Background: an optimization exercise with open tools, aiming at small area, a short achievable clock period and few clock cycles per item. Do not read the settings as production practice.
Only simulation tests tie the RTL to the original design; equivalence was not proved.
Power figures rest on the tool's default switching activity, not on a simulated workload.

==> design/flow/design.v <==
package heap_layout_pkg;
  localparam int DATA_W = 16;
  localparam logic [DATA_W-1:0] BLOCK_HEADER_SIZE = 16'd8;
  localparam logic [DATA_W-1:0] MIN_ALLOC_SIZE    = 16'd16;
  localparam logic [DATA_W-1:0] LIST_HEAD_ADDR = 16'h0010;   
  localparam logic [DATA_W-1:0] HEAP_BASE      = 16'h0020;
  localparam logic [DATA_W-1:0] HEAP_BYTES     = 16'd256;
  localparam int STORE_DEPTH = 34;
  localparam int SLOT_SHIFT  = $clog2(BLOCK_HEADER_SIZE);
  localparam int SLOT_IDX_W  = $clog2(STORE_DEPTH);
  localparam int HEAP_SLOT   = (HEAP_BASE - LIST_HEAD_ADDR) / BLOCK_HEADER_SIZE;
  typedef struct packed {
    logic [DATA_W-1:0] addr;
    logic [DATA_W-1:0] size;
    logic [DATA_W-1:0] next_addr;   
  } header_t;
endpackage
package heap_bus_pkg;
  typedef enum logic [1:0] {
    LOAD            = 2'd0,
    WRITE_SIZE_NEXT = 2'd1,   
    WRITE_NEXT      = 2'd2    
  } store_op_e;
  typedef enum logic [3:0] {
    IDLE,
    SEARCH_WAIT,
    ALLOC_CHECK,
    FIT_WAIT,
    SPLIT_WAIT,
    FREE_CHECK,
    TARGET_WAIT,
    MERGE_CHECK,
    RIGHT_WAIT,
    MERGE_WRITE,
    MERGE_WAIT,
    LINK_WAIT,
    RESULT
  } seq_state_e;
  typedef enum logic [1:0] {
    NONE,
    LEFT,
    RIGHT,
    BOTH
  } free_merge_e;
endpackage
`timescale 1ns/1ps
import heap_layout_pkg::*;
import heap_bus_pkg::*;
module header_store (
  input  logic                     clk_i,
  input  logic                     rst_ni,
  input  logic                     store_req_valid_i,
  input  heap_bus_pkg::store_op_e  store_op_i,
  input  heap_layout_pkg::header_t store_header_i,
  output logic                     store_rsp_valid_o,
  output heap_layout_pkg::header_t store_rsp_header_o
);
  logic [DATA_W-1:0]     size_mem [STORE_DEPTH];
  logic [DATA_W-1:0]     next_mem [STORE_DEPTH];
  logic [DATA_W-1:0]     offset;
  logic [SLOT_IDX_W-1:0] slot;
  assign offset = store_header_i.addr - LIST_HEAD_ADDR;
  assign slot   = offset[SLOT_SHIFT +: SLOT_IDX_W];   
  always_ff @(posedge clk_i) begin
    if (!rst_ni) begin
      next_mem[0]         <= HEAP_BASE;   
      size_mem[HEAP_SLOT] <= HEAP_BYTES - BLOCK_HEADER_SIZE;
      next_mem[HEAP_SLOT] <= '0;
    end else if (store_req_valid_i) begin
      if (store_op_i == WRITE_SIZE_NEXT) begin
        size_mem[slot] <= store_header_i.size;
      end
      if (store_op_i != LOAD) begin
        next_mem[slot] <= store_header_i.next_addr;
      end
    end
  end
  always_ff @(posedge clk_i) begin
    if (!rst_ni) begin
      store_rsp_valid_o <= 1'b0;
    end else begin
      store_rsp_valid_o <= store_req_valid_i;
    end
  end
  always_ff @(posedge clk_i) begin
    if (store_req_valid_i) begin
      store_rsp_header_o.addr <= store_header_i.addr;
      store_rsp_header_o.size <= (store_op_i == WRITE_SIZE_NEXT) ? store_header_i.size
                                                                  : size_mem[slot];
      store_rsp_header_o.next_addr <= (store_op_i == LOAD) ? next_mem[slot]
                                                           : store_header_i.next_addr;
    end
  end
endmodule
`timescale 1ns/1ps
import heap_layout_pkg::*;
module fit_split_calc (
  input  heap_layout_pkg::header_t           fit_header_i,
  input  heap_layout_pkg::header_t           prev_header_i,
  input  logic [heap_layout_pkg::DATA_W-1:0] alloc_size_i,
  output logic                               do_split_o,
  output heap_layout_pkg::header_t           alloc_header_o,
  output heap_layout_pkg::header_t           remainder_header_o,
  output heap_layout_pkg::header_t           link_header_o
);
  logic [DATA_W-1:0] rest;
  assign rest       = fit_header_i.size - alloc_size_i;
  assign do_split_o = (fit_header_i.size >= alloc_size_i) &&
                      (rest >= BLOCK_HEADER_SIZE + MIN_ALLOC_SIZE);
  always_comb begin
    alloc_header_o.addr      = fit_header_i.addr;
    alloc_header_o.size      = do_split_o ? alloc_size_i : fit_header_i.size;
    alloc_header_o.next_addr = '0;   
    remainder_header_o.addr      = fit_header_i.addr + BLOCK_HEADER_SIZE + alloc_size_i;
    remainder_header_o.size      = rest - BLOCK_HEADER_SIZE;
    remainder_header_o.next_addr = fit_header_i.next_addr;
    link_header_o           = prev_header_i;
    link_header_o.next_addr = do_split_o ? remainder_header_o.addr : fit_header_i.next_addr;
  end
endmodule
`timescale 1ns/1ps
import heap_layout_pkg::*;
import heap_bus_pkg::*;
module coalesce_calc (
  input  heap_layout_pkg::header_t           curr_header_i,
  input  heap_layout_pkg::header_t           target_header_i,
  input  heap_layout_pkg::header_t           right_header_i,
  input  logic [heap_layout_pkg::DATA_W-1:0] free_addr_i,
  output heap_bus_pkg::free_merge_e          merge_o,
  output heap_layout_pkg::header_t           merged_header_o,
  output heap_layout_pkg::header_t           link_header_o
);
  logic [DATA_W-1:0] free_end;
  logic [DATA_W-1:0] curr_end;
  logic              touch_left;
  logic              touch_right;
  assign free_end    = free_addr_i + BLOCK_HEADER_SIZE + target_header_i.size;
  assign curr_end    = curr_header_i.addr + BLOCK_HEADER_SIZE + curr_header_i.size;
  assign touch_right = (curr_header_i.next_addr != '0) && (free_end == curr_header_i.next_addr);
  assign touch_left  = (curr_header_i.addr != LIST_HEAD_ADDR) && (curr_end == free_addr_i);
  always_comb begin
    if (touch_left && touch_right) begin
      merge_o = BOTH;
    end else if (touch_left) begin
      merge_o = LEFT;
    end else if (touch_right) begin
      merge_o = RIGHT;
    end else begin
      merge_o = NONE;
    end
  end
  always_comb begin
    merged_header_o.addr      = free_addr_i;
    merged_header_o.size      = target_header_i.size;
    merged_header_o.next_addr = curr_header_i.next_addr;
    unique case (merge_o)
      LEFT: begin
        merged_header_o.addr = curr_header_i.addr;
        merged_header_o.size = curr_header_i.size + BLOCK_HEADER_SIZE + target_header_i.size;
      end
      RIGHT: begin
        merged_header_o.size      = target_header_i.size + BLOCK_HEADER_SIZE + right_header_i.size;
        merged_header_o.next_addr = right_header_i.next_addr;
      end
      BOTH: begin
        merged_header_o.addr      = curr_header_i.addr;
        merged_header_o.size      = curr_header_i.size + target_header_i.size + right_header_i.size
                                    + BLOCK_HEADER_SIZE + BLOCK_HEADER_SIZE;
        merged_header_o.next_addr = right_header_i.next_addr;
      end
      default: ;
    endcase
  end
  always_comb begin
    link_header_o           = curr_header_i;
    link_header_o.next_addr = free_addr_i;
  end
endmodule
`timescale 1ns/1ps
import heap_layout_pkg::*;
import heap_bus_pkg::*;
module alloc_sequencer (
  input  logic                               clk_i,
  input  logic                               rst_ni,
  input  logic                               req_valid_i,
  input  logic                               req_is_alloc_i,
  input  logic [heap_layout_pkg::DATA_W-1:0] req_size_i,
  input  logic [heap_layout_pkg::DATA_W-1:0] req_addr_i,
  output logic                               req_ready_o,
  output logic                               res_valid_o,
  output logic [heap_layout_pkg::DATA_W-1:0] res_addr_o,
  input  logic                               res_ready_i,
  output logic                               store_req_valid_o,
  output heap_bus_pkg::store_op_e            store_op_o,
  output heap_layout_pkg::header_t           store_header_o,
  input  logic                               store_rsp_valid_i,
  input  heap_layout_pkg::header_t           store_rsp_header_i,
  output heap_layout_pkg::header_t           fit_header_o,
  output heap_layout_pkg::header_t           prev_header_o,
  output logic [heap_layout_pkg::DATA_W-1:0] alloc_size_o,
  input  logic                               do_split_i,
  input  heap_layout_pkg::header_t           alloc_header_i,
  input  heap_layout_pkg::header_t           remainder_header_i,
  input  heap_layout_pkg::header_t           fit_link_header_i,
  output heap_layout_pkg::header_t           curr_header_o,
  output heap_layout_pkg::header_t           target_header_o,
  output heap_layout_pkg::header_t           right_header_o,
  output logic [heap_layout_pkg::DATA_W-1:0] free_addr_o,
  input  heap_bus_pkg::free_merge_e          merge_i,
  input  heap_layout_pkg::header_t           merged_header_i,
  input  heap_layout_pkg::header_t           free_link_header_i
);
  heap_bus_pkg::seq_state_e        state_q;
  logic              is_alloc_q;
  logic [DATA_W-1:0] size_q;
  logic [DATA_W-1:0] addr_q;
  heap_layout_pkg::header_t           curr_q;
  heap_layout_pkg::header_t           prev_q;
  heap_layout_pkg::header_t           target_q;
  heap_layout_pkg::header_t           right_q;
  logic              fits;
  logic              in_gap;
  assign req_ready_o = (state_q == IDLE);
  assign res_valid_o = (state_q == RESULT);
  assign fit_header_o    = curr_q;
  assign prev_header_o   = prev_q;
  assign alloc_size_o    = size_q;
  assign curr_header_o   = curr_q;
  assign target_header_o = target_q;
  assign right_header_o  = right_q;
  assign free_addr_o     = addr_q;
  assign fits   = (curr_q.addr != LIST_HEAD_ADDR) && (curr_q.size >= size_q);   
  assign in_gap = (curr_q.addr < addr_q) &&
                  ((curr_q.next_addr == '0) || (addr_q < curr_q.next_addr));
  always_ff @(posedge clk_i) begin
    if (!rst_ni) begin
      state_q           <= IDLE;
      store_req_valid_o <= 1'b0;
      res_addr_o        <= '0;
    end else begin
      store_req_valid_o <= 1'b0;   
      unique case (state_q)
        IDLE: begin
          if (req_valid_i) begin
            is_alloc_q        <= req_is_alloc_i;
            size_q            <= req_size_i;
            addr_q            <= req_addr_i;
            res_addr_o        <= '0;
            store_req_valid_o <= 1'b1;
            store_op_o        <= LOAD;
            store_header_o    <= {LIST_HEAD_ADDR, {(2*DATA_W){1'b0}}};
            state_q           <= SEARCH_WAIT;
          end
        end
        SEARCH_WAIT: begin
          if (store_rsp_valid_i) begin
            prev_q  <= {curr_q.addr, {(2*DATA_W){1'b0}}};   
            curr_q  <= store_rsp_header_i;
            state_q <= is_alloc_q ? ALLOC_CHECK : FREE_CHECK;
          end
        end
        ALLOC_CHECK: begin
          if (fits) begin
            store_req_valid_o <= 1'b1;
            store_op_o        <= WRITE_SIZE_NEXT;
            store_header_o    <= alloc_header_i;
            res_addr_o        <= curr_q.addr;
            state_q           <= FIT_WAIT;
          end else if (curr_q.next_addr == '0) begin
            state_q <= RESULT;   
          end else begin
            store_req_valid_o <= 1'b1;
            store_op_o        <= LOAD;
            store_header_o    <= {curr_q.next_addr, {(2*DATA_W){1'b0}}};
            state_q           <= SEARCH_WAIT;
          end
        end
        FIT_WAIT: begin
          if (store_rsp_valid_i) begin
            store_req_valid_o <= 1'b1;
            if (do_split_i) begin
              store_op_o     <= WRITE_SIZE_NEXT;
              store_header_o <= remainder_header_i;
              state_q        <= SPLIT_WAIT;
            end else begin
              store_op_o     <= WRITE_NEXT;
              store_header_o <= fit_link_header_i;
              state_q        <= LINK_WAIT;
            end
          end
        end
        SPLIT_WAIT: begin
          if (store_rsp_valid_i) begin
            store_req_valid_o <= 1'b1;
            store_op_o        <= WRITE_NEXT;
            store_header_o    <= fit_link_header_i;
            state_q           <= LINK_WAIT;
          end
        end
        FREE_CHECK: begin
          if (in_gap) begin
            store_req_valid_o <= 1'b1;
            store_op_o        <= LOAD;
            store_header_o    <= {addr_q, {(2*DATA_W){1'b0}}};
            state_q           <= TARGET_WAIT;
          end else if (curr_q.next_addr == '0) begin
            state_q <= RESULT;   
          end else begin
            store_req_valid_o <= 1'b1;
            store_op_o        <= LOAD;
            store_header_o    <= {curr_q.next_addr, {(2*DATA_W){1'b0}}};
            state_q           <= SEARCH_WAIT;
          end
        end
        TARGET_WAIT: begin
          if (store_rsp_valid_i) begin
            target_q <= {{DATA_W{1'b0}}, store_rsp_header_i.size, {DATA_W{1'b0}}};   
            state_q  <= MERGE_CHECK;
          end
        end
        MERGE_CHECK: begin
          if ((merge_i == RIGHT) || (merge_i == BOTH)) begin
            store_req_valid_o <= 1'b1;
            store_op_o        <= LOAD;
            store_header_o    <= {curr_q.next_addr, {(2*DATA_W){1'b0}}};
            state_q           <= RIGHT_WAIT;
          end else begin
            state_q <= MERGE_WRITE;
          end
        end
        RIGHT_WAIT: begin
          if (store_rsp_valid_i) begin
            right_q <= {{DATA_W{1'b0}}, store_rsp_header_i.size, store_rsp_header_i.next_addr};   
            state_q <= MERGE_WRITE;
          end
        end
        MERGE_WRITE: begin
          store_req_valid_o <= 1'b1;
          store_op_o        <= WRITE_SIZE_NEXT;
          store_header_o    <= merged_header_i;
          state_q           <= MERGE_WAIT;
        end
        MERGE_WAIT: begin
          if (store_rsp_valid_i) begin
            if ((merge_i == NONE) || (merge_i == RIGHT)) begin
              store_req_valid_o <= 1'b1;
              store_op_o        <= WRITE_NEXT;
              store_header_o    <= free_link_header_i;
              state_q           <= LINK_WAIT;
            end else begin
              state_q <= RESULT;   
            end
          end
        end
        LINK_WAIT: begin
          if (store_rsp_valid_i) begin
            state_q <= RESULT;
          end
        end
        RESULT: begin
          if (res_ready_i) begin
            state_q <= IDLE;
          end
        end
        default: state_q <= IDLE;
      endcase
    end
  end
endmodule
`timescale 1ns/1ps
import heap_layout_pkg::*;
import heap_bus_pkg::*;
module heap_alloc_top (
  input  logic                               clk_i,
  input  logic                               rst_ni,
  input  logic                               req_valid_i,
  input  logic                               req_is_alloc_i,
  input  logic [heap_layout_pkg::DATA_W-1:0] req_size_i,
  input  logic [heap_layout_pkg::DATA_W-1:0] req_addr_i,
  output logic                               req_ready_o,
  output logic                               res_valid_o,
  output logic [heap_layout_pkg::DATA_W-1:0] res_addr_o,
  input  logic                               res_ready_i
);
  logic              store_req_valid;
  heap_bus_pkg::store_op_e         store_op;
  heap_layout_pkg::header_t           store_header;
  logic              store_rsp_valid;
  heap_layout_pkg::header_t           store_rsp_header;
  heap_layout_pkg::header_t           fit_header;
  heap_layout_pkg::header_t           prev_header;
  logic [DATA_W-1:0] alloc_size;
  logic              do_split;
  heap_layout_pkg::header_t           alloc_header;
  heap_layout_pkg::header_t           remainder_header;
  heap_layout_pkg::header_t           fit_link_header;
  heap_layout_pkg::header_t           curr_header;
  heap_layout_pkg::header_t           target_header;
  heap_layout_pkg::header_t           right_header;
  logic [DATA_W-1:0] free_addr;
  heap_bus_pkg::free_merge_e       merge;
  heap_layout_pkg::header_t           merged_header;
  heap_layout_pkg::header_t           free_link_header;
  alloc_sequencer seq_i (
    .clk_i(clk_i), .rst_ni(rst_ni),
    .req_valid_i(req_valid_i), .req_is_alloc_i(req_is_alloc_i),
    .req_size_i(req_size_i), .req_addr_i(req_addr_i), .req_ready_o(req_ready_o),
    .res_valid_o(res_valid_o), .res_addr_o(res_addr_o), .res_ready_i(res_ready_i),
    .store_req_valid_o(store_req_valid), .store_op_o(store_op),
    .store_header_o(store_header),
    .store_rsp_valid_i(store_rsp_valid), .store_rsp_header_i(store_rsp_header),
    .fit_header_o(fit_header), .prev_header_o(prev_header), .alloc_size_o(alloc_size),
    .do_split_i(do_split), .alloc_header_i(alloc_header),
    .remainder_header_i(remainder_header), .fit_link_header_i(fit_link_header),
    .curr_header_o(curr_header), .target_header_o(target_header),
    .right_header_o(right_header), .free_addr_o(free_addr),
    .merge_i(merge), .merged_header_i(merged_header),
    .free_link_header_i(free_link_header)
  );
  fit_split_calc fit_i (
    .fit_header_i(fit_header), .prev_header_i(prev_header), .alloc_size_i(alloc_size),
    .do_split_o(do_split), .alloc_header_o(alloc_header),
    .remainder_header_o(remainder_header), .link_header_o(fit_link_header)
  );
  coalesce_calc coalesce_i (
    .curr_header_i(curr_header), .target_header_i(target_header),
    .right_header_i(right_header), .free_addr_i(free_addr),
    .merge_o(merge), .merged_header_o(merged_header), .link_header_o(free_link_header)
  );
  header_store store_i (
    .clk_i(clk_i), .rst_ni(rst_ni),
    .store_req_valid_i(store_req_valid), .store_op_i(store_op),
    .store_header_i(store_header),
    .store_rsp_valid_o(store_rsp_valid), .store_rsp_header_o(store_rsp_header)
  );
endmodule
==> design/flow/run.sh <==
#!/bin/bash
# synth_recipe.tcl (not shown) runs the flow's synth.tcl, then flattens the netlist and writes it again
# the make line also repeats each setting of config.mk as NAME=value (left out here)
make -C /OpenROAD-flow-scripts/flow DESIGN_CONFIG=/design/flow/config.mk WORK_HOME=/design/flow/orfs CLKGATE_MAP_FILE= SYNTH_SCRIPT=/design/flow/synth_recipe.tcl finish
==> design/flow/config.mk <==
export PLATFORM = sky130hd
export DESIGN_NAME = heap_alloc_top
export DESIGN_NICKNAME = heap_alloc_top
export VERILOG_FILES = /design/flow/design.v
export SDC_FILE = /design/flow/constraint.sdc
export NUM_CORES = 4
export LEC_CHECK = 0
export CAP_MARGIN = 20
export CORE_MARGIN = 2
export CORE_UTILIZATION = 45
export SLEW_MARGIN = 20
==> design/flow/constraint.sdc <==
create_clock -name core_clock -period 6.0 [get_ports {clk_i}]
set_input_delay 1.2000 -clock core_clock [delete_from_list [all_inputs] [get_ports {clk_i}]]
set_output_delay 1.2000 -clock core_clock [all_outputs]
set_load 0.01 [all_outputs]
==> run summary <==
## report_power, final
| group | switching, mW | internal (mW) |
|---|---|---|
| registers | 0.407 | 10.9 |
| clock network | 3.81 | 4.83 |
| logic | 3.21 | 2.21 |
## area by class of cell
type / instances / area (um2) / share of cell area, %
inverter: 113 / 424 / 0.609
multi-input combinational: 2137 / 20400 / 29.3
tap: 1781 / 2230 / 3.20
clock inverter: 79 / 803 / 1.15
clock buffer: 188 / 3840 / 5.52
sequential: 1353 / 40200 / 57.8
timing repair buffer: 198 / 1700 / 2.44
## kinds of logic after synthesis
group                      after synthesis
DFF                                   1353
xor gates and xnor gates               127
and+or+nand+nor                        761
buffers and inverters                  302
muxes                                  429
AOI/OAI and AO/OA                      602
adders and majority gates              218
## through the flow
| stage | hold slack [ns] | power, mW | utilization (%) | instance area (um2) |
|---|---|---|---|---|
| CTS | 0.414 | 25.5 | 51.3 | 69600 |
| floorplan | 0.400 | 15.0 | - | 61500 |
| global placement | 0.400 | 16.9 | 47.9 | 64900 |
| detailed placement | 0.406 | 16.9 | 47.9 | 65000 |
| global route | 0.417 | 26.3 | 51.4 | 69700 |
| finish | 0.419 | 25.4 | 51.4 | 69700 |
## registers in the layout, summed over array words and instances, names as in the netlist
signal and flops:
seq_i.right_q 32, seq_i.size_q 16, seq_i.prev_q 16, seq_i.addr_q 16, seq_i.state_q 4, seq_i.is_alloc_q 1, store_i.size_mem 544, seq_i.target_q 16
store_i.store_rsp_valid_o 1, seq_i.store_header_o 48, store_i.store_rsp_header_o 48, seq_i.store_op_o 2, store_i.next_mem 544, seq_i.res_addr_o 16, seq_i.curr_q 48, seq_i.store_req_valid_o 1
## layer usage
| layer | part of all wire, % | vias to the layer above | GRT usage [%] | routed length, um |
|---|---|---|---|---|
| met5 | 0.0085 | - | 0 | 14 |
| met3 | 7.0 | 260 | 4.35 | 11500 |
| li1 | - | 15564 | - | - |
| met1 | 43 | 18455 | 33.4 | 71200 |
| met4 | 2.8 | 2 | 6.94 | 4650 |
| met2 | 47 | 1391 | 37.6 | 78000 |
## synth_stat cells (all sizes together), types with 49 or more instances
library cell  instances
mux4                321
nor2                219
clkbuf              146
o211ai               49
xnor2                80
ha                  196
nand3                76
a21oi               161
inv                 113
edfxtp             1315
o21ai               101
nand2               201
mux2i                70
nor3                 55
and3                 57
## final timing paths
kind	depth (start not counted)	slack [ns]	to
min	0	0.42	seq_i.curr_q[41]$_DFFE_PP_
max	14	0.52	seq_i.store_header_o[3]$_DFFE_PP_
max reg2reg	14	0.52	seq_i.store_header_o[3]$_DFFE_PP_
min reg2reg	0	0.42	seq_i.curr_q[41]$_DFFE_PP_
## worst register-to-register path: cells and delay by family (launching register included)
kind / cells / cell delay, ns
simple gates: 3 / 1.18
fa+ha+maj: 2 / 0.59
buf+inv: 2 / 0.17
flops: 1 / 0.55
compound gates: 7 / 2.88
==> key figures <==
Status
  – Status: timing/DRC/antenna clean

Setup path
  – CP Max Fanout: 21
  – Kind of critical path: reg2reg
  – WP data required: 6.65 ns
  – Element type at the critical path start: flop
  – Buf/Inv on CP: 2
  – Critical-path top delay cell: o221ai_2
  – Kind of end point of the critical path: flop
  – CP Data Arrival Time: 6.13 ns
  – CP cell instances: inv_1 > ha_1 > inv_1 > fa_1 > a211oi_1 > o21ai_1 > a2111oi_0 > o31ai_1 > a2111oi_0 > nor4b_1 > and4_1 > nor2_4 > o221ai_2 > a221o_1
  – Reg-to-Reg Start: seq_i.curr_q[16]$_DFFE_PP_
  – CP Launch Point: seq_i.curr_q[16]$_DFFE_PP_
  – Delay-heaviest family, CP: compound AO/OA/AOI/OAI gates
  – Slowest cell delay on critical path: 0.77 ns

Synthesis
  – Count of different cell masters after synthesis: 89
  – Yosys top cell by area: edfxtp_1
  – Largest family of logic cells by synthesized area: multiplexers
  – Synth Area in XOR/XNOR: 1.83%
  – Synth Area in Compound Gates: 6.67%
  – Seq cells post-synth: 1353
  – Post-synth top area share: 64.2%
  – Register area share after synthesis: 65.4%
  – Syn Inst Count: 3792
  – Mean Syn Cell Area: 16.2 um2
  – Post-Synth Adder-Cell Area: 4.70%
  – Post-synthesis mux area share: 13.6%
  – Ranking of synthesized cells by area: edfxtp_1 (64%), mux4_2 (12%), ha_1 (4.0%)
  – Post-synthesis cell area: 0.0615 mm2
  – Syn Nets: 4047
  – Top_reg_cell synth: edfxtp_1
  – Post-synth EDFFs: 1315
  – Simple-Gate Fraction of Synth Area: 5.90%
  – Ys Warns: 4
  – Async set-reset flop share out of synthesis: 0%

Detailed routing
  – Via-per-instance ratio: 6.10
  – Final wirelength: 165000 um
  – Post-detailed-route count of antenna-violating nets: 0
  – DR WL/cell: 28.3 um
  – Drt first pass iters: 6
  – DRC errors left: 0
  – Initial DRC count: 3943
  – Vias: 35672

Power
  – Max VDD drop: 0.000337 V
  – Leak Pwr: 25.3 nW
  – PD cells: 364 mW/mm2

Die
  – Die Y: 374 um
  – Core area: 0.136 mm2
  – Die area: 0.140 mm2
  – Starting Density: 45.4%
  – Die X: 374 um
  – Std-Cell Rows: 135
  – Top Ports: 55

GRT
  – Vias in the first global route: 35562
  – Total congestion overflow: 0
  – All-layer global routing usage: 23.6%
  – Largest net degree at the start of global routing: 112
  – Initial antenna violation count: 2
  – Global-route wire length before repair: 242000 um

Worst hold path
  – Hold crit path type: reg2reg
  – HP Start: store_i.store_rsp_header_o[41]$_DFFE_PP_

Timing
  – Setup WS post-layout: 0.519 ns
  – Setup TNS: 0 ns
  – Period utilization: 91.4%
  – Final Hold Fails: 0
  – Worst slew pin tran: 1.09 ns
  – Tmin final: 5.48 ns
  – Max Fclk: 182 MHz
  – Final Setup Violations: 0
  – Pins over their slew limit: 0
  – Max-slew headroom: 27.0%
  – Unrepaired setup endpoints after global routing: no
  – Max Clock Skew: 0.0500 ns

Clock tree
  – Root buffer cell: clkbuf_16
  – Clock Path Buffers: 3
  – Post-CTS Setup Bufs: 0
  – Clk slew on worst S/H paths: 0.06 ns
  – Clock latency (worst-skew pair): 0.80 ns
  – CTS tree: yes
  – CTS sink count: 1353
  – Post-CTS sizing: 0
  – CTS Buf Count: 146
  – Clock H-tree levels: 4
  – Cts hold-fix bufs: 0

Placement
  – Port Buffers: 54
  – DP Cell Count: 5582
  – Pre-CTS setup slack: 0.641 ns
  – Placer Congestion: 0.905
  – DP HPWL: 107000 um

Final layout
  – P&R area growth vs syn: 13.2%
  – Fill cell count: 11047
  – Layout cells sized above 1: 20.1%
  – Commonest non-fill, non-tap cell in the layout: edfxtp_1
  – # diodes: 0
  – Final cell count without fillers: 5849
  – NumNets Final: 4204
  – Most frequent cells in the layout: edfxtp_1 (1315), mux4_2 (321), nand2_1 (200)

Run
  – Max cap viols: 0
Testbench counts, summed over its fixed seeds: cycles 108,773, ops 8,000.

==> afterwards: timing with drivers on the ports <==
The flow's constraints put no driver on any port. The routed layout listed below was extracted and timed again, unchanged, in two steps.
Step 1: set_driving_cell puts a clkbuf_16 on clk_i and a buf_2 on each other input, an assumption about the parent block.
Step 2 times the ports against the registers' clock, not the clock port: input delays grow and output delays shrink by t, the midpoint of the rising clock arrivals with the driver on.
Slacks: ideal / step 1 / step 2; pairs: ideal / step 1.
t (ns): 0.859
slack for setup (ns): 0.519 / 0.519 / 0.519
hold WS [ns]: 0.419 / 0.419 / 0.419
worst setup path after step 2: register to register
latest minus earliest clock arrival (ns): 0.064 / 0.063
After both steps setup and hold are still met in this run. The setup slack of this run moves by 0.000 ns with the drivers and by 0.000 ns with both steps.
